Source: an optimization exercise on an open RTL-to-GDS flow (aim: small area, a short achievable clock period and few clock cycles). Production flows keep margins and buffers that such runs may drop. At most, simulation tests tie the RTL to the original design; equivalence was not proved. Power is estimated from default activity; no workload was simulated.

old:
Design keyword_source_lexer, start of the top module:
module keyword_source_lexer #(
   parameter int MAX_TEXT_LEN = 65536
) (
   input  wire logic         clock,
   input  wire logic         reset,
   input  wire logic         req_valid,
   output logic             req_stall,
   input  wire logic [8:0]   req_data,
   output logic             rsp_valid,
   input  wire logic         rsp_stall,
   output logic [45:0]      rsp_data,
   input  wire logic         csr_we,
   input  wire logic [16:0]  csr_wdata
);
   logic         room;
   logic         push;
   logic [45:0]  push_w;
   ksl_front u_front (
      .clock     (clock),
      .reset     (reset),
      .req_valid (req_valid),
      .req_stall (req_stall),
      .req_data  (req_data),
      .csr_we    (csr_we),
      .csr_wdata (csr_wdata),
      .room      (room),
      .last_index(rsp_data[39:24]),
      .push      (push),
      .push_w    (push_w)
   );
   ksl_tokq u_tokq (
      .clock     (clock),
      .reset     (reset),
      .push      (push),
      .push_w    (push_w),
      .room      (room),
      .rsp_valid (rsp_valid),
      .rsp_stall (rsp_stall),
      .rsp_data  (rsp_data)
   );
endmodule
Size: about 1700 cells after synthesis, ~12000 um2 of cells after synthesis.
==> flow/config.mk <==
export PLATFORM = sky130hd
export DESIGN_NAME = keyword_source_lexer
export DESIGN_NICKNAME = keyword_source_lexer
export VERILOG_FILES = /design/flow/design.v
export SDC_FILE = /design/flow/constraint.sdc
export NUM_CORES = 4
export LEC_CHECK = 0
export ABC_AREA = 1
export CAP_MARGIN = 20
export CORE_MARGIN = 2
export CORE_UTILIZATION = 40
export CTS_BUF_LIST = sky130_fd_sc_hd__clkbuf_8
export SETUP_SLACK_MARGIN = 5
export SLEW_MARGIN = 20
==> flow/constraint.sdc <==
create_clock -name core_clock -period 8.5 [get_ports {clock}]
set_input_delay 1.7000 -clock core_clock [delete_from_list [all_inputs] [get_ports {clock}]]
set_output_delay 1.7000 -clock core_clock [all_outputs]
set_load 0.01 [all_outputs]
standard.sh (not shown) runs the stock make flow with config.mk's settings and CLKGATE_MAP_FILE= SYNTH_SCRIPT=/design/flow/synth_recipe.tcl, a recipe that flattens the netlist after the stock synthesis.
==> flow/flow/run.sh <==
#!/bin/bash
# The standard layout, with the smallest buffer on each port instead of the
# default delay-cell buffer; repair still resizes port buffers where timing needs it
set -euo pipefail
export BUFFER_PORTS_ARGS="-buffer_cell sky130_fd_sc_hd__buf_1"
bash standard.sh finish > standard_finish.log 2>&1
old completed every stage of the flow, and the final layout passed the timing, design-rule and antenna checks.
Modified inputs, new compared to old
--- a/flow/design.v
+++ b/flow/design.v
@@ -670,34 +670,48 @@
       end
       if (pos_ff[16]) begin
          pend_in  = pend_ff;
          start_in = start_ff;
          len_in   = len_ff;
          kw_in    = kw_ff;
          kwe_in   = kwe_ff;
       end
    end
+   logic  in_v_in, b_v_in, eot_in, stall_ff;
    assign load_a    = !in_v || take;
    assign src       = b_v ? b_data : req_data;
-   assign req_stall = b_v || (in_v && eot);
+   assign req_stall = stall_ff;
+   always_comb begin
+      in_v_in = in_v;
+      b_v_in  = b_v;
+      eot_in  = eot;
+      if (load_a) begin
+         in_v_in = b_v || (req_valid && !req_stall);
+         b_v_in  = 1'b0;
+         eot_in  = src[0];
+      end else if (req_valid && !req_stall) begin
+         b_v_in  = 1'b1;
+      end
+   end
    always_ff @(posedge clock) begin
       if (reset) begin
-         in_v <= 1'b0;
-         b_v  <= 1'b0;
-      end else if (load_a) begin
-         in_v <= b_v || (req_valid && !req_stall);
-         b_v  <= 1'b0;
-      end else if (req_valid && !req_stall) begin
-         b_v  <= 1'b1;
+         in_v     <= 1'b0;
+         b_v      <= 1'b0;
+         stall_ff <= 1'b0;
+      end else begin
+         in_v     <= in_v_in;
+         b_v      <= b_v_in;
+         stall_ff <= b_v_in || (in_v_in && eot_in);
       end
+      eot <= eot_in;
       if (load_a) begin
-         {c, eot} <= src;
-         cc       <= class_code(src[8:1]);
+         c  <= src[8:1];
+         cc <= class_code(src[8:1]);
       end
       if (!req_stall) begin
          b_data <= req_data;
       end
    end
    always_comb begin
       zero_in = zero_ff;
       ovf_in  = ovf_ff;
       near_in = near_ff;
@@ -768,19 +782,23 @@
    assign rsp_data  = w_ff;
    assign room      = !v_ff || !rsp_stall;
    always_ff @(posedge clock) begin
       if (reset) begin
          v_ff <= 1'b0;
       end else if (room) begin
          v_ff <= push;
       end
       if (push) begin
-         w_ff <= push_w;
+         w_ff[39:24] <= push_w[39:24];
+      end
+      if (room) begin
+         w_ff[45:40] <= push_w[45:40];
+         w_ff[23:0]  <= push_w[23:0];
       end
    end
 endmodule
 `default_nettype wire
 `default_nettype none
 module keyword_source_lexer #(
    parameter int MAX_TEXT_LEN = 65536
 ) (
    input  wire logic         clock,
## What came out
- new vs. old: clock transition at the registers of the reported paths went down by 30 ps.
- Sort old and new by count of clock-buffer cells in the layout, descending, and new comes first.
- Taking new as 1.0, old lands at 0.933 on total power.
- Netlist area before placement, old and new, lower one = new.
- Per the comparison of new with old, setup slack increased by 18 ps relative to the old numbers; total number of H-tree levels closely matched the old numbers; cell count went down 94; met1 wire length went down 13%; clock power share saw an increase.
- Wire: new routes less than old
- Taking new as 1.0, old lands at 1.06 on synthesized instance count.
- Highest-delay cell along the critical path: edfxtp_1 -> new, buf_1 -> old
Testbench counts of new, summed over its fixed seeds: cycles 146,983.
For old, only the layout was checked, not whether the RTL still works.

## what the ideal ports hide
The flow's constraints put no driver on any port. The routed layouts listed below were extracted and timed again, unchanged, in two steps. Step 1 sets driving cells, clkbuf_16 on the clock port and buf_2 on the other inputs (assumed; they add their load-dependent delay and slew). Step 2, shift: input delay + t, output delay - t, t = (earliest + latest rising clock arrival at the registers) / 2. This alone moves slack from input paths to output paths. Three values: no drivers, after step 1, after step 2; two values: the first two.
run	shift t [ns]	setup WS [ns]	worst hold slack (ns)	clock arrival spread, ns
old	0.498	5.121 / 5.139 / 4.641	0.511 / 0.511 / 0.511	0.030 / 0.030
new	0.502	5.139 / 5.139 / 4.688	0.506 / 0.506 / 0.506	0.019 / 0.019
After both steps every run listed still meets setup and hold. For old, which loses most, drivers alone change the setup slack by +0.018 ns; drivers and shift together by -0.480 ns.
